What follows belongs to an exercise in optimizing a design on an open flow for a short achievable clock period and few clock cycles per item; a production flow would make more cautious choices.
The RTL was checked by simulation tests, not by an equivalence proof against the original design.
No activity file was given, so power comes from the tool's default toggle rates.

<file path="run.sh">
#!/bin/bash
# synth_recipe.tcl (not shown) runs the flow's synth.tcl, then flattens the netlist and writes it again
# the make line also repeats each setting of config.mk as NAME=value (left out here)
make -C /OpenROAD-flow-scripts/flow DESIGN_CONFIG=/design/flow/config.mk WORK_HOME=/design/flow/orfs CLKGATE_MAP_FILE= SYNTH_SCRIPT=/design/flow/synth_recipe.tcl finish
</file>
<file path="config.mk">
export PLATFORM = sky130hd
export DESIGN_NAME = core_top
export DESIGN_NICKNAME = core_top
export VERILOG_FILES = /design/flow/design.v
export SDC_FILE = /design/flow/constraint.sdc
export NUM_CORES = 8
export LEC_CHECK = 0
export CAP_MARGIN = 20
export CORE_MARGIN = 2
export CORE_UTILIZATION = 25
export SLEW_MARGIN = 20
</file>
<file path="constraint.sdc">
create_clock -name core_clock -period 7.0 [get_ports {clk}]
set_input_delay 1.4000 -clock core_clock [delete_from_list [all_inputs] [get_ports {clk}]]
set_output_delay 1.4000 -clock core_clock [all_outputs]
set_load 0.01 [all_outputs]
</file>
<file path="design.v">
`timescale 1ns/1ps
`default_nettype none
module mem_sequencer (
    input  wire        clk,
    input  wire        rst,
    input  wire [63:0] fetch_addr,
    input  wire        ex_mem_valid,
    input  wire        ex_mem_is_load,
    input  wire        ex_mem_is_store,
    input  wire [63:0] ex_mem_alu_res,
    input  wire [63:0] ex_mem_store_data,
    output wire        imem_req_valid,
    input  wire        imem_req_ready,
    output wire [63:0] imem_req_addr,
    input  wire        imem_rsp_valid,
    output wire        imem_rsp_ready,
    input  wire [63:0] imem_rsp_rdata,
    output wire        dmem_req_valid,
    input  wire        dmem_req_ready,
    output wire [63:0] dmem_req_addr,
    output wire        dmem_req_we,
    output wire [63:0] dmem_req_wdata,
    input  wire        dmem_rsp_valid,
    output wire        dmem_rsp_ready,
    input  wire [63:0] dmem_rsp_rdata,
    output reg  [63:0] fetch_word,
    output reg  [63:0] load_data,
    output wire        step
);
    localparam [2:0] FETCH_REQ = 3'd0;
    localparam [2:0] FETCH_RSP = 3'd1;
    localparam [2:0] DATA_REQ  = 3'd2;
    localparam [2:0] DATA_RSP  = 3'd3;
    localparam [2:0] STEP      = 3'd4;
    reg  [2:0] state;
    reg  [2:0] state_nxt;
    wire       need_data;
    assign need_data = ex_mem_valid && (ex_mem_is_load || ex_mem_is_store);
    always @(*) begin
        state_nxt = state;
        case (state)
            FETCH_REQ: if (imem_req_ready) state_nxt = FETCH_RSP;
            FETCH_RSP: if (imem_rsp_valid) state_nxt = need_data ? DATA_REQ : STEP;
            DATA_REQ:  if (dmem_req_ready) state_nxt = DATA_RSP;
            DATA_RSP:  if (dmem_rsp_valid) state_nxt = STEP;
            default:   state_nxt = FETCH_REQ;  
        endcase
    end
    always @(posedge clk or posedge rst) begin
        if (rst) begin
            state <= FETCH_REQ;
        end else begin
            state <= state_nxt;
        end
    end
    always @(posedge clk) begin
        if (imem_rsp_valid && imem_rsp_ready) begin
            fetch_word <= imem_rsp_rdata;
        end
        if (dmem_rsp_valid && dmem_rsp_ready) begin
            load_data <= dmem_rsp_rdata;
        end
    end
    assign imem_req_valid = (state == FETCH_REQ);
    assign imem_rsp_ready = (state == FETCH_RSP);
    assign dmem_req_valid = (state == DATA_REQ);
    assign dmem_rsp_ready = (state == DATA_RSP);
    assign step           = (state == STEP);
    assign imem_req_addr  = {fetch_addr[63:3], 3'b000};
    assign dmem_req_addr  = ex_mem_alu_res;
    assign dmem_req_we    = ex_mem_is_store;
    assign dmem_req_wdata = ex_mem_store_data;
endmodule
`default_nettype wire
`timescale 1ns/1ps
`default_nettype none
module fetch_stage (
    input  wire        clk,
    input  wire        rst,
    input  wire        step,
    input  wire        stall,
    input  wire        redirect,
    input  wire [63:0] target,
    input  wire [63:0] fetch_word,
    output reg  [63:0] pc,
    output reg         if_id_valid,
    output reg  [63:0] if_id_pc,
    output reg  [31:0] if_id_inst
);
    wire [31:0] inst;
    assign inst = pc[2] ? fetch_word[63:32] : fetch_word[31:0];
    always @(posedge clk or posedge rst) begin
        if (rst) begin
            pc          <= 64'd0;
            if_id_valid <= 1'b0;
            if_id_pc    <= 64'd0;
            if_id_inst  <= 32'd0;
        end else if (step) begin
            if (redirect) begin
                pc          <= target;
                if_id_valid <= 1'b0;  
                if_id_pc    <= 64'd0;
                if_id_inst  <= 32'd0;
            end else if (!stall) begin
                pc          <= pc + 64'd4;
                if_id_valid <= 1'b1;
                if_id_pc    <= pc;
                if_id_inst  <= inst;
            end
        end
    end
endmodule
`default_nettype wire
`timescale 1ns/1ps
`default_nettype none
module decode_stage (
    input  wire        clk,
    input  wire        rst,
    input  wire        step,
    input  wire        stall,
    input  wire        redirect,
    input  wire        if_id_valid,
    input  wire [63:0] if_id_pc,
    input  wire [31:0] if_id_inst,
    input  wire [63:0] rs1_data,
    input  wire [63:0] rs2_data,
    input  wire [63:0] ex_fwd,
    input  wire [63:0] mem_fwd,
    input  wire [63:0] wb_fwd,
    input  wire [1:0]  fwd_a,
    input  wire [1:0]  fwd_b,
    output wire [4:0]  rs1,
    output wire [4:0]  rs2,
    output wire        src_load,
    output reg         id_ex_valid,
    output reg  [63:0] id_ex_pc,
    output reg  [2:0]  id_ex_alu_op,
    output reg         id_ex_use_imm,
    output reg         id_ex_reg_we,
    output reg         id_ex_is_load,
    output reg         id_ex_is_store,
    output reg         id_ex_is_beq,
    output reg         id_ex_is_bne,
    output reg         id_ex_is_jal,
    output reg  [4:0]  id_ex_rd,
    output reg  [63:0] id_ex_op_a,
    output reg  [63:0] id_ex_op_b,    
    output reg  [63:0] id_ex_imm
);
    localparam [6:0] OPC_OP     = 7'b0110011;
    localparam [6:0] OPC_OP_IMM = 7'b0010011;
    localparam [6:0] OPC_LOAD   = 7'b0000011;
    localparam [6:0] OPC_STORE  = 7'b0100011;
    localparam [6:0] OPC_BRANCH = 7'b1100011;
    localparam [6:0] OPC_JAL    = 7'b1101111;
    localparam [2:0] ALU_ADD = 3'd0;
    localparam [2:0] ALU_SUB = 3'd1;
    localparam [2:0] ALU_AND = 3'd2;
    localparam [2:0] ALU_OR  = 3'd3;
    localparam [2:0] ALU_XOR = 3'd4;
    localparam [1:0] FWD_EX  = 2'd1;
    localparam [1:0] FWD_MEM = 2'd2;
    localparam [1:0] FWD_WB  = 2'd3;
    wire [31:0] inst;
    wire [6:0]  opcode;
    wire [2:0]  funct3;
    reg         known;
    reg  [2:0]  alu_op;
    reg         use_imm;
    reg         reg_we;
    reg         is_load;
    reg         is_store;
    reg         is_beq;
    reg         is_bne;
    reg         is_jal;
    reg  [63:0] imm;
    reg  [63:0] op_a;
    reg  [63:0] op_b;
    assign inst   = if_id_inst;
    assign opcode = inst[6:0];
    assign funct3 = inst[14:12];
    assign rs1    = inst[19:15];
    assign rs2    = inst[24:20];
    assign src_load = (opcode == OPC_OP) || (opcode == OPC_BRANCH) || (opcode == OPC_STORE);
    always @(*) begin
        alu_op   = ALU_ADD;
        use_imm  = 1'b0;
        reg_we   = 1'b0;
        is_load  = 1'b0;
        is_store = 1'b0;
        is_beq   = 1'b0;
        is_bne   = 1'b0;
        is_jal   = 1'b0;
        known    = 1'b1;
        case (opcode)
            OPC_OP: begin
                reg_we = 1'b1;
                case (funct3)
                    3'b000:  alu_op = inst[30] ? ALU_SUB : ALU_ADD;
                    3'b100:  alu_op = ALU_XOR;
                    3'b110:  alu_op = ALU_OR;
                    3'b111:  alu_op = ALU_AND;
                    default: known = 1'b0;
                endcase
            end
            OPC_OP_IMM: begin  
                reg_we  = 1'b1;
                use_imm = 1'b1;
                known   = (funct3 == 3'b000);
            end
            OPC_LOAD: begin
                reg_we  = 1'b1;
                use_imm = 1'b1;
                is_load = 1'b1;
                known   = (funct3 == 3'b011);
            end
            OPC_STORE: begin
                use_imm  = 1'b1;
                is_store = 1'b1;
                known    = (funct3 == 3'b011);
            end
            OPC_BRANCH: begin
                is_beq = (funct3 == 3'b000);
                is_bne = (funct3 == 3'b001);
                known  = is_beq || is_bne;
            end
            OPC_JAL: begin
                reg_we = 1'b1;
                is_jal = 1'b1;
            end
            default: known = 1'b0;
        endcase
        if (!(known && if_id_valid)) begin
            alu_op   = ALU_ADD;
            use_imm  = 1'b0;
            reg_we   = 1'b0;
            is_load  = 1'b0;
            is_store = 1'b0;
            is_beq   = 1'b0;
            is_bne   = 1'b0;
            is_jal   = 1'b0;
        end
    end
    always @(*) begin
        case (opcode)
            OPC_STORE:  imm = {{52{inst[31]}}, inst[31:25], inst[11:7]};
            OPC_BRANCH: imm = {{52{inst[31]}}, inst[7], inst[30:25], inst[11:8], 1'b0};
            OPC_JAL:    imm = {{44{inst[31]}}, inst[19:12], inst[20], inst[30:21], 1'b0};
            default:    imm = {{52{inst[31]}}, inst[31:20]};
        endcase
    end
    always @(*) begin
        case (fwd_a)
            FWD_EX:  op_a = ex_fwd;
            FWD_MEM: op_a = mem_fwd;
            FWD_WB:  op_a = wb_fwd;
            default: op_a = rs1_data;
        endcase
        case (fwd_b)
            FWD_EX:  op_b = ex_fwd;
            FWD_MEM: op_b = mem_fwd;
            FWD_WB:  op_b = wb_fwd;
            default: op_b = rs2_data;
        endcase
    end
    always @(posedge clk or posedge rst) begin
        if (rst) begin
            id_ex_valid    <= 1'b0;
            id_ex_pc       <= 64'd0;
            id_ex_alu_op   <= ALU_ADD;
            id_ex_use_imm  <= 1'b0;
            id_ex_reg_we   <= 1'b0;
            id_ex_is_load  <= 1'b0;
            id_ex_is_store <= 1'b0;
            id_ex_is_beq   <= 1'b0;
            id_ex_is_bne   <= 1'b0;
            id_ex_is_jal   <= 1'b0;
            id_ex_rd       <= 5'd0;
            id_ex_op_a     <= 64'd0;
            id_ex_op_b     <= 64'd0;
            id_ex_imm      <= 64'd0;
        end else if (step) begin
            if (redirect || stall) begin  
                id_ex_valid    <= 1'b0;
                id_ex_pc       <= 64'd0;
                id_ex_alu_op   <= ALU_ADD;
                id_ex_use_imm  <= 1'b0;
                id_ex_reg_we   <= 1'b0;
                id_ex_is_load  <= 1'b0;
                id_ex_is_store <= 1'b0;
                id_ex_is_beq   <= 1'b0;
                id_ex_is_bne   <= 1'b0;
                id_ex_is_jal   <= 1'b0;
                id_ex_rd       <= 5'd0;
                id_ex_op_a     <= 64'd0;
                id_ex_op_b     <= 64'd0;
                id_ex_imm      <= 64'd0;
            end else begin
                id_ex_valid    <= if_id_valid && known;
                id_ex_pc       <= if_id_pc;
                id_ex_alu_op   <= alu_op;
                id_ex_use_imm  <= use_imm;
                id_ex_reg_we   <= reg_we;
                id_ex_is_load  <= is_load;
                id_ex_is_store <= is_store;
                id_ex_is_beq   <= is_beq;
                id_ex_is_bne   <= is_bne;
                id_ex_is_jal   <= is_jal;
                id_ex_rd       <= inst[11:7];
                id_ex_op_a     <= op_a;
                id_ex_op_b     <= op_b;
                id_ex_imm      <= imm;
            end
        end
    end
endmodule
`default_nettype wire
`timescale 1ns/1ps
`default_nettype none
module reg_file (
    input  wire        clk,
    input  wire        rst,
    input  wire        we,
    input  wire [4:0]  waddr,
    input  wire [4:0]  raddr1,
    input  wire [4:0]  raddr2,
    input  wire [63:0] wdata,
    output wire [63:0] rdata1,
    output wire [63:0] rdata2
);
    reg [63:0] regs [0:31];
    integer i;
    always @(posedge clk or posedge rst) begin
        if (rst) begin
            for (i = 0; i < 32; i = i + 1) begin
                regs[i] <= 64'd0;
            end
        end else if (we && waddr != 5'd0) begin
            regs[waddr] <= wdata;
        end
    end
    assign rdata1 = regs[raddr1];
    assign rdata2 = regs[raddr2];
endmodule
`default_nettype wire
`timescale 1ns/1ps
`default_nettype none
module hazard_unit (
    input  wire [4:0] rs1,
    input  wire [4:0] rs2,
    input  wire       src_load,
    input  wire       id_ex_valid,
    input  wire       id_ex_reg_we,
    input  wire       id_ex_is_load,
    input  wire [4:0] id_ex_rd,
    input  wire       ex_mem_valid,
    input  wire       ex_mem_reg_we,
    input  wire [4:0] ex_mem_rd,
    input  wire       mem_wb_valid,
    input  wire       mem_wb_reg_we,
    input  wire [4:0] mem_wb_rd,
    output wire [1:0] fwd_a,
    output wire [1:0] fwd_b,
    output wire       stall
);
    localparam [1:0] FWD_RF  = 2'd0;
    localparam [1:0] FWD_EX  = 2'd1;
    localparam [1:0] FWD_MEM = 2'd2;
    localparam [1:0] FWD_WB  = 2'd3;
    wire ld_in_ex;
    assign fwd_a = (rs1 == 5'd0)                                      ? FWD_RF  :
                   (id_ex_valid && id_ex_reg_we && id_ex_rd == rs1)    ? FWD_EX  :
                   (ex_mem_valid && ex_mem_reg_we && ex_mem_rd == rs1) ? FWD_MEM :
                   (mem_wb_valid && mem_wb_reg_we && mem_wb_rd == rs1) ? FWD_WB  :
                                                                         FWD_RF;
    assign fwd_b = (rs2 == 5'd0)                                      ? FWD_RF  :
                   (id_ex_valid && id_ex_reg_we && id_ex_rd == rs2)    ? FWD_EX  :
                   (ex_mem_valid && ex_mem_reg_we && ex_mem_rd == rs2) ? FWD_MEM :
                   (mem_wb_valid && mem_wb_reg_we && mem_wb_rd == rs2) ? FWD_WB  :
                                                                         FWD_RF;
    assign ld_in_ex = id_ex_valid && id_ex_is_load && id_ex_rd != 5'd0;
    assign stall = ld_in_ex && (id_ex_rd == rs1 || (src_load && id_ex_rd == rs2));
endmodule
`default_nettype wire
`timescale 1ns/1ps
`default_nettype none
module execute_stage (
    input  wire        clk,
    input  wire        rst,
    input  wire        step,
    input  wire        id_ex_valid,
    input  wire [63:0] id_ex_pc,
    input  wire [2:0]  id_ex_alu_op,
    input  wire        id_ex_use_imm,
    input  wire        id_ex_reg_we,
    input  wire        id_ex_is_load,
    input  wire        id_ex_is_store,
    input  wire        id_ex_is_beq,
    input  wire        id_ex_is_bne,
    input  wire        id_ex_is_jal,
    input  wire [4:0]  id_ex_rd,
    input  wire [63:0] id_ex_op_a,
    input  wire [63:0] id_ex_op_b,
    input  wire [63:0] id_ex_imm,
    output wire [63:0] ex_result,
    output wire        redirect,
    output wire [63:0] target,
    output reg         ex_mem_valid,
    output reg  [63:0] ex_mem_pc,
    output reg  [4:0]  ex_mem_rd,
    output reg         ex_mem_reg_we,
    output reg         ex_mem_is_load,
    output reg         ex_mem_is_store,
    output reg  [63:0] ex_mem_alu_res,
    output reg  [63:0] ex_mem_store_data
);
    localparam [2:0] ALU_SUB = 3'd1;
    localparam [2:0] ALU_AND = 3'd2;
    localparam [2:0] ALU_OR  = 3'd3;
    localparam [2:0] ALU_XOR = 3'd4;
    reg  [63:0] alu_b;
    reg  [63:0] alu_res;
    wire        eq;
    always @(*) begin
        alu_b = id_ex_use_imm ? id_ex_imm : id_ex_op_b;
        case (id_ex_alu_op)
            ALU_SUB: alu_res = id_ex_op_a - alu_b;
            ALU_AND: alu_res = id_ex_op_a & alu_b;
            ALU_OR:  alu_res = id_ex_op_a | alu_b;
            ALU_XOR: alu_res = id_ex_op_a ^ alu_b;
            default: alu_res = id_ex_op_a + alu_b;  
        endcase
    end
    assign ex_result = id_ex_is_jal ? id_ex_pc + 64'd4 : alu_res;
    assign eq = (id_ex_op_a == id_ex_op_b);
    assign redirect = id_ex_valid && ((id_ex_is_beq && eq) ||
                                      (id_ex_is_bne && !eq) ||
                                      id_ex_is_jal);
    assign target = id_ex_pc + id_ex_imm;
    always @(posedge clk or posedge rst) begin
        if (rst) begin
            ex_mem_valid      <= 1'b0;
            ex_mem_pc         <= 64'd0;
            ex_mem_rd         <= 5'd0;
            ex_mem_reg_we     <= 1'b0;
            ex_mem_is_load    <= 1'b0;
            ex_mem_is_store   <= 1'b0;
            ex_mem_alu_res    <= 64'd0;
            ex_mem_store_data <= 64'd0;
        end else if (step) begin
            ex_mem_valid      <= id_ex_valid;
            ex_mem_pc         <= id_ex_pc;
            ex_mem_rd         <= id_ex_rd;
            ex_mem_reg_we     <= id_ex_reg_we;
            ex_mem_is_load    <= id_ex_is_load;
            ex_mem_is_store   <= id_ex_is_store;
            ex_mem_alu_res    <= ex_result;
            ex_mem_store_data <= id_ex_op_b;
        end
    end
endmodule
`default_nettype wire
`timescale 1ns/1ps
`default_nettype none
module writeback_stage (
    input  wire        clk,
    input  wire        rst,
    input  wire        step,
    input  wire        ex_mem_valid,
    input  wire [63:0] ex_mem_pc,
    input  wire [4:0]  ex_mem_rd,
    input  wire        ex_mem_reg_we,
    input  wire        ex_mem_is_load,
    input  wire [63:0] ex_mem_alu_res,
    input  wire [63:0] load_data,
    output wire [63:0] mem_result,
    output reg         mem_wb_valid,
    output reg  [63:0] mem_wb_pc,
    output reg  [4:0]  mem_wb_rd,
    output reg         mem_wb_reg_we,
    output reg  [63:0] mem_wb_result,
    output wire        reg_we,
    output wire        retire_valid,
    output wire [63:0] retire_pc,
    output wire [4:0]  retire_rd,
    output wire        retire_rd_we,
    output wire [63:0] retire_rd_data
);
    assign mem_result = ex_mem_is_load ? load_data : ex_mem_alu_res;
    always @(posedge clk or posedge rst) begin
        if (rst) begin
            mem_wb_valid  <= 1'b0;
            mem_wb_pc     <= 64'd0;
            mem_wb_rd     <= 5'd0;
            mem_wb_reg_we <= 1'b0;
            mem_wb_result <= 64'd0;
        end else if (step) begin
            mem_wb_valid  <= ex_mem_valid;
            mem_wb_pc     <= ex_mem_pc;
            mem_wb_rd     <= ex_mem_rd;
            mem_wb_reg_we <= ex_mem_reg_we;
            mem_wb_result <= mem_result;
        end
    end
    assign reg_we         = step && mem_wb_valid && mem_wb_reg_we;
    assign retire_valid   = step && mem_wb_valid;
    assign retire_pc      = mem_wb_pc;
    assign retire_rd      = mem_wb_rd;
    assign retire_rd_we   = mem_wb_reg_we;
    assign retire_rd_data = mem_wb_result;
endmodule
`default_nettype wire
`timescale 1ns/1ps
`default_nettype none
module core_top (
    input  wire        clk,
    input  wire        rst,
    output wire        imem_req_valid,
    input  wire        imem_req_ready,
    output wire [63:0] imem_req_addr,
    input  wire        imem_rsp_valid,
    output wire        imem_rsp_ready,
    input  wire [63:0] imem_rsp_rdata,
    output wire        dmem_req_valid,
    input  wire        dmem_req_ready,
    output wire [63:0] dmem_req_addr,
    output wire        dmem_req_we,
    output wire [63:0] dmem_req_wdata,
    input  wire        dmem_rsp_valid,
    output wire        dmem_rsp_ready,
    input  wire [63:0] dmem_rsp_rdata,
    output wire        retire_valid,
    output wire [63:0] retire_pc,
    output wire [4:0]  retire_rd,
    output wire        retire_rd_we,
    output wire [63:0] retire_rd_data
);
    wire        step;
    wire        stall;
    wire        redirect;
    wire        src_load;
    wire        reg_we;
    wire [63:0] pc;
    wire [63:0] target;
    wire [63:0] load_data;
    wire [63:0] rs1_data;
    wire [63:0] rs2_data;
    wire [63:0] ex_result;
    wire [63:0] mem_result;
    wire [63:0] fetch_word;
    wire [4:0]  rs1;
    wire [4:0]  rs2;
    wire [1:0]  fwd_a;
    wire [1:0]  fwd_b;
    wire        if_id_valid;
    wire [63:0] if_id_pc;
    wire [31:0] if_id_inst;
    wire        id_ex_valid;
    wire [63:0] id_ex_pc;
    wire [2:0]  id_ex_alu_op;
    wire        id_ex_use_imm;
    wire        id_ex_reg_we;
    wire        id_ex_is_load;
    wire        id_ex_is_store;
    wire        id_ex_is_beq;
    wire        id_ex_is_bne;
    wire        id_ex_is_jal;
    wire [4:0]  id_ex_rd;
    wire [63:0] id_ex_op_a;
    wire [63:0] id_ex_op_b;
    wire [63:0] id_ex_imm;
    wire        ex_mem_valid;
    wire [63:0] ex_mem_pc;
    wire [4:0]  ex_mem_rd;
    wire        ex_mem_reg_we;
    wire        ex_mem_is_load;
    wire        ex_mem_is_store;
    wire [63:0] ex_mem_alu_res;
    wire [63:0] ex_mem_store_data;
    wire        mem_wb_valid;
    wire [63:0] mem_wb_pc;
    wire [4:0]  mem_wb_rd;
    wire        mem_wb_reg_we;
    wire [63:0] mem_wb_result;
    mem_sequencer u_seq (
        .clk               (clk),
        .rst               (rst),
        .fetch_addr        (pc),
        .ex_mem_valid      (ex_mem_valid),
        .ex_mem_is_load    (ex_mem_is_load),
        .ex_mem_is_store   (ex_mem_is_store),
        .ex_mem_alu_res    (ex_mem_alu_res),
        .ex_mem_store_data (ex_mem_store_data),
        .imem_req_valid    (imem_req_valid),
        .imem_req_ready    (imem_req_ready),
        .imem_req_addr     (imem_req_addr),
        .imem_rsp_valid    (imem_rsp_valid),
        .imem_rsp_ready    (imem_rsp_ready),
        .imem_rsp_rdata    (imem_rsp_rdata),
        .dmem_req_valid    (dmem_req_valid),
        .dmem_req_ready    (dmem_req_ready),
        .dmem_req_addr     (dmem_req_addr),
        .dmem_req_we       (dmem_req_we),
        .dmem_req_wdata    (dmem_req_wdata),
        .dmem_rsp_valid    (dmem_rsp_valid),
        .dmem_rsp_ready    (dmem_rsp_ready),
        .dmem_rsp_rdata    (dmem_rsp_rdata),
        .fetch_word        (fetch_word),
        .load_data         (load_data),
        .step              (step)
    );
    fetch_stage u_fetch (
        .clk         (clk),
        .rst         (rst),
        .step        (step),
        .stall       (stall),
        .redirect    (redirect),
        .target      (target),
        .fetch_word  (fetch_word),
        .pc          (pc),
        .if_id_valid (if_id_valid),
        .if_id_pc    (if_id_pc),
        .if_id_inst  (if_id_inst)
    );
    decode_stage u_decode (
        .clk            (clk),
        .rst            (rst),
        .step           (step),
        .stall          (stall),
        .redirect       (redirect),
        .if_id_valid    (if_id_valid),
        .if_id_pc       (if_id_pc),
        .if_id_inst     (if_id_inst),
        .rs1_data       (rs1_data),
        .rs2_data       (rs2_data),
        .ex_fwd         (ex_result),
        .mem_fwd        (mem_result),
        .wb_fwd         (mem_wb_result),
        .fwd_a          (fwd_a),
        .fwd_b          (fwd_b),
        .rs1            (rs1),
        .rs2            (rs2),
        .src_load       (src_load),
        .id_ex_valid    (id_ex_valid),
        .id_ex_pc       (id_ex_pc),
        .id_ex_alu_op   (id_ex_alu_op),
        .id_ex_use_imm  (id_ex_use_imm),
        .id_ex_reg_we   (id_ex_reg_we),
        .id_ex_is_load  (id_ex_is_load),
        .id_ex_is_store (id_ex_is_store),
        .id_ex_is_beq   (id_ex_is_beq),
        .id_ex_is_bne   (id_ex_is_bne),
        .id_ex_is_jal   (id_ex_is_jal),
        .id_ex_rd       (id_ex_rd),
        .id_ex_op_a     (id_ex_op_a),
        .id_ex_op_b     (id_ex_op_b),
        .id_ex_imm      (id_ex_imm)
    );
    reg_file u_rf (
        .clk    (clk),
        .rst    (rst),
        .we     (reg_we),
        .waddr  (mem_wb_rd),
        .raddr1 (rs1),
        .raddr2 (rs2),
        .wdata  (mem_wb_result),
        .rdata1 (rs1_data),
        .rdata2 (rs2_data)
    );
    hazard_unit u_hazard (
        .rs1           (rs1),
        .rs2           (rs2),
        .src_load      (src_load),
        .id_ex_valid   (id_ex_valid),
        .id_ex_reg_we  (id_ex_reg_we),
        .id_ex_is_load (id_ex_is_load),
        .id_ex_rd      (id_ex_rd),
        .ex_mem_valid  (ex_mem_valid),
        .ex_mem_reg_we (ex_mem_reg_we),
        .ex_mem_rd     (ex_mem_rd),
        .mem_wb_valid  (mem_wb_valid),
        .mem_wb_reg_we (mem_wb_reg_we),
        .mem_wb_rd     (mem_wb_rd),
        .fwd_a         (fwd_a),
        .fwd_b         (fwd_b),
        .stall         (stall)
    );
    execute_stage u_exec (
        .clk               (clk),
        .rst               (rst),
        .step              (step),
        .id_ex_valid       (id_ex_valid),
        .id_ex_pc          (id_ex_pc),
        .id_ex_alu_op      (id_ex_alu_op),
        .id_ex_use_imm     (id_ex_use_imm),
        .id_ex_reg_we      (id_ex_reg_we),
        .id_ex_is_load     (id_ex_is_load),
        .id_ex_is_store    (id_ex_is_store),
        .id_ex_is_beq      (id_ex_is_beq),
        .id_ex_is_bne      (id_ex_is_bne),
        .id_ex_is_jal      (id_ex_is_jal),
        .id_ex_rd          (id_ex_rd),
        .id_ex_op_a        (id_ex_op_a),
        .id_ex_op_b        (id_ex_op_b),
        .id_ex_imm         (id_ex_imm),
        .ex_result         (ex_result),
        .redirect          (redirect),
        .target            (target),
        .ex_mem_valid      (ex_mem_valid),
        .ex_mem_pc         (ex_mem_pc),
        .ex_mem_rd         (ex_mem_rd),
        .ex_mem_reg_we     (ex_mem_reg_we),
        .ex_mem_is_load    (ex_mem_is_load),
        .ex_mem_is_store   (ex_mem_is_store),
        .ex_mem_alu_res    (ex_mem_alu_res),
        .ex_mem_store_data (ex_mem_store_data)
    );
    writeback_stage u_wb (
        .clk            (clk),
        .rst            (rst),
        .step           (step),
        .ex_mem_valid   (ex_mem_valid),
        .ex_mem_pc      (ex_mem_pc),
        .ex_mem_rd      (ex_mem_rd),
        .ex_mem_reg_we  (ex_mem_reg_we),
        .ex_mem_is_load (ex_mem_is_load),
        .ex_mem_alu_res (ex_mem_alu_res),
        .load_data      (load_data),
        .mem_result     (mem_result),
        .mem_wb_valid   (mem_wb_valid),
        .mem_wb_pc      (mem_wb_pc),
        .mem_wb_rd      (mem_wb_rd),
        .mem_wb_reg_we  (mem_wb_reg_we),
        .mem_wb_result  (mem_wb_result),
        .reg_we         (reg_we),
        .retire_valid   (retire_valid),
        .retire_pc      (retire_pc),
        .retire_rd      (retire_rd),
        .retire_rd_we   (retire_rd_we),
        .retire_rd_data (retire_rd_data)
    );
endmodule
`default_nettype wire
</file>
==> flow_summary_export.csv <==
group,metric,value,unit
outcome,status,"complete, no violations",
sta,tightest_slew,1.32,ns
clock_network,cts_setup_buffers,0,
route,finalWirelength,788000,um
route,post_drt_wl_per_cell,35.4,um
sta,rsz0062_at_grt,"no",
power_and_ir_drop,combPwrFrac,0.344,
synth,synth_top_family_by_area,"compound AO/OA/AOI/OAI gates",
synth,yosysMostFrequentCell,"dfrtp_1",
synth,synthMuxAreaShare,0.157,
critical_path,reg2regPathDepth,23,
critical_path,cp.required,7.87,ns
synth,syn_inst,14018,
critical_path,cp_max_fo,43,
clock_network,insertion_delay,1.07,ns
place,pre_cts_slack,0.0583,ns
synth,ys_ff_latch,2905,
route,first_pass_iters,12,
finish,nets,14349,
sta,layout_min_cycle_time,6.65,ns
synth,synth_top_area_cell,"dfrtp_1",
place,place_congestion,0.975,
sta,slew_headroom,0.120,
synth,ys_top_cells_by_count,"dfrtp_1, mux2_2, nand2_1",
route,vias_per_cell,6.09,
worst_hold_path,hold_depth,0,
sta,max_freq,150,MHz
synth,synth-edff-count,128,
sta,holdWs,0.401,ns
clock_network,cts_buffers,307,
power_and_ir_drop,peakVddDrop,299,uV
clock_network,clock_sinks,2905,
worst_hold_path,hold_class,"reg2reg",
finish,area_growth,17.2,%
synth,synth_area_leaders,"dfrtp_1, mux2_2, a22oi_1",
die,fp.dieW,781,um
synth,avgSynthCellArea,10.8,um2
die,initial_core_util,0.251,
synth,synth_compound_area_frac,0.185,
synth,synthAdderAreaFrac,0.0216,
place,dp_hpwl,500000,um
clock_network,cts.htree.levels,5,
power_and_ir_drop,p_sw_frac,0.427,
synth,synth-xor-area-share,0.0187,
grt,grt-ovfl-total,0,
synth,yosys.area_share.simple,0.0912,
die,fp-row-count,285,
route,vias,135514,
clock_network,clockBufferDepth,4,
power_and_ir_drop,p_switching,24100,uW
power_and_ir_drop,power_leakage,0.0802,uW
critical_path,startpoint_type,"flip-flop",
place,port_buffers,462,
grt,grt_pass1_wl,1070000,um
grt,grt_pass1_vias,128186,
route,ant_nets,0,
synth,synth_warnings,7,
synth,synth_area,0.151,mm2
clock_network,holdBufCountCts,0,
synth,ys_seq_area_frac,0.486,
die,die_area,0.610,mm2
route,drc,0,
die,core,0.602,mm2
power_and_ir_drop,p_seq_frac,0.345,
clock_network,clkTransAtPathRegs,0.06,ns
synth,synth_flop_cell,"dfrtp_1",
power_and_ir_drop,power_frac_clock,0.310,
sta,setup_slack,0.347,ns
grt,antenna_found_initial,54,
synth,synthArstFlopShare,0.956,
sta,slew_violations,0,
sta,finClkSkew,0.0944,ns
sta,finalCritPeriodShare,0.950,
power_and_ir_drop,powerDensity,319,mW/mm2
synth,synth_top_area_share,0.461,
power_and_ir_drop,intPower,32300,uW
job,cap_viol_max_count,0,
critical_path,crit_arrival,7.53,ns
clock_network,root_buffer,"clkbuf_16",
synth,yosysUniqueCellTypes,112,
die,die_h,781,um
sta,setup_viol,0,
die,ios,466,
clock_network,cts_tree,"done",
grt,grt_max_degree,192,
finish,drive_gt1_frac,0.228,
critical_path,worst-setup-path-type,"reg2reg",
grt,grt_usage,0.246,
route,first_iter_violations,23467,
critical_path,worstSetupEndpointType,"flip-flop",
sta,hold_violations,0,
-- worst paths after layout --
path                                         from                 endpoint  slack, ns
max                        u_decode.id_ex_use_imm  u_decode.id_ex_op_b[38]       0.35
min                              u_rf.regs[0][62]         u_rf.regs[0][62]       0.40
max reg2reg                u_decode.id_ex_use_imm  u_decode.id_ex_op_b[38]       0.35
min reg2reg                      u_rf.regs[0][62]         u_rf.regs[0][62]       0.40
max in group asynchronous                     rst        u_rf.regs[30][30]       4.17
min in group asynchronous                     rst     u_exec.ex_mem_pc[52]       1.49
-- through the flow --
| step | TNS (ns) | cells | area (um2) | utilization | total power (uW) |
|---|---|---|---|---|---|
| floorplan | - | 14020 | 151000 | - | 27700 |
| global placement | -1.29 | 21677 | 166000 | 0.276 | 38000 |
| detailed placement | 0 | 21679 | 166000 | 0.276 | 38000 |
| CTS | 0 | 22228 | 177000 | 0.293 | 55300 |
| global route | 0 | 22233 | 177000 | 0.294 | 57300 |
| finish | 0 | 22266 | 177000 | 0.294 | 56400 |
-- critical path, stage by stage (launching register included) --
cell	delay [ns]
dfrtp_2	0.45
buf_12	0.20
buf_6	0.35
mux2i_1	0.38
inv_1	0.15
nor4_4	0.44
nand2_1	0.26
a21oi_1	0.22
o2111ai_1	0.20
nand2_1	0.14
xnor2_1	0.07
ha_1	0.44
nand4_1	0.20
nor3_1	0.38
nand3_1	0.18
a311oi_1	0.30
buf_4	0.20
nor2_1	0.08
o41ai_1	0.66
xnor2_1	0.20
nor2_1	0.06
o31ai_1	0.55
o21ai_0	0.15
a22o_1	0.24
-- power groups by stage --
stage / logic (uW) / clock network (uW) / registers [uW]
after floorplan: 8550 / 0 / 19100
after global placement: 18200 / 0 / 19700
after detailed placement: 18300 / 0 / 19800
after CTS: 18400 / 17500 / 19500
after global routing: 19700 / 18100 / 19500
final: 19400 / 17500 / 19500
-- cell type report --
class                      count  area [um2]
antenna                       34        85.1
clock buffer                 430        8770
clock inverter               119        1700
fill                       62146      425000
inverter                     183         692
multi-input combinational   9594       72500
sequential                  2905       73400
tap                         8036       10100
timing repair buffer         965        9670
-- cells by family after synthesis --
family          Yosys count
simple gates           3078
flops                  2905
fa+ha+maj               259
buf+inv                1521
mux                    2115
other cells               1
xor+xnor                321
compound gates         3818
-- routing by layer --
layer / vias to the layer above / routed length [um] / track usage
met5: - / 604 / 0.00219
met4: 48 / 71900 / 0.178
met3: 3646 / 109000 / 0.0982
met2: 11488 / 322000 / 0.353
met1: 68003 / 284000 / 0.296
li1: 52329 / - / -
-- repair_timing --
action,4_1_cts,5_1_grt
gates cloned,0,0
endpoints found under the setup margin,2,13
gates resized for setup,1,3
-- registers in the layout (all words and copies together) (netlist names), 5 cells and up --
name	flops
u_wb.mem_wb_result	64
u_decode.id_ex_imm	21
u_rf.regs	2048
u_decode.id_ex_op_b	64
u_wb.mem_wb_pc	64
u_decode.id_ex_pc	64
u_seq.fetch_word	64
u_seq.load_data	64
u_decode.id_ex_rd	5
u_decode.id_ex_op_a	64
u_exec.ex_mem_pc	64
u_exec.ex_mem_alu_res	64
u_exec.ex_mem_store_data	64
u_wb.mem_wb_rd	5
u_exec.ex_mem_rd	5
u_fetch.if_id_inst	32
u_fetch.pc	64
u_fetch.if_id_pc	64
-- cells in the final DEF (no fill, tap or decap), types with 32 or more instances in the layout --
cell type | Yosys | routed
a211oi_1 | 42 | 42
a21o_1 | 60 | 60
a21oi_1 | 523 | 517
a221oi_1 | 537 | 537
a222oi_1 | 38 | 38
a22o_1 | 589 | 589
a22oi_1 | 1045 | 1045
a31oi_1 | 44 | 44
and3_1 | 53 | 51
buf_12 | 0 | 98
buf_4 | 67 | 402
clkbuf_1 | 1057 | 62
clkbuf_16 | 0 | 309
clkbuf_8 | 0 | 58
clkdlybuf4s50_1 | 0 | 462
clkinv_2 | 1 | 39
dfrtp_1 | 2777 | 2763
diode_2 | 0 | 34
edfxtp_1 | 128 | 128
ha_1 | 257 | 257
inv_1 | 182 | 181
mux2_2 | 2009 | 2009
mux2i_1 | 103 | 101
nand2_1 | 1689 | 1673
nand2b_1 | 37 | 35
nand3_1 | 159 | 155
nand4_1 | 235 | 235
nor2_1 | 469 | 393
nor2_4 | 1 | 76
nor3_1 | 139 | 128
nor4_1 | 96 | 91
o211ai_1 | 38 | 38
o21ai_0 | 437 | 432
o221ai_1 | 44 | 42
o22ai_1 | 153 | 148
o31ai_1 | 46 | 45
or3_1 | 34 | 32
xnor2_1 | 162 | 162
xor2_1 | 158 | 157
Testbench counts, summed over its fixed seeds: cycles 89,373, retired 20,000.

==> separate check: timing with driven ports <==
In the flow no input, the clock included, has a driving cell. The finished layout below was timed again as built, in two steps.
Step 1: set_driving_cell puts a clkbuf_16 on clk and a buf_2 on each other input, an assumption about the parent block.
Step 2, shift: input delay + t, output delay - t, t = (earliest + latest rising clock arrival at the registers) / 2. This alone moves slack from input paths to output paths.
Three values: ideal ports, drivers, drivers and shift; two values: the first two.
t, ns: 1.137
setup WS [ns]: 0.347 / 0.347 / 0.347
worst register clock-pin slew, ns: 0.07 / 0.07
After both steps this run still meets setup and hold. For this run, drivers alone change the setup slack by 0.000 ns; drivers and shift together by 0.000 ns.
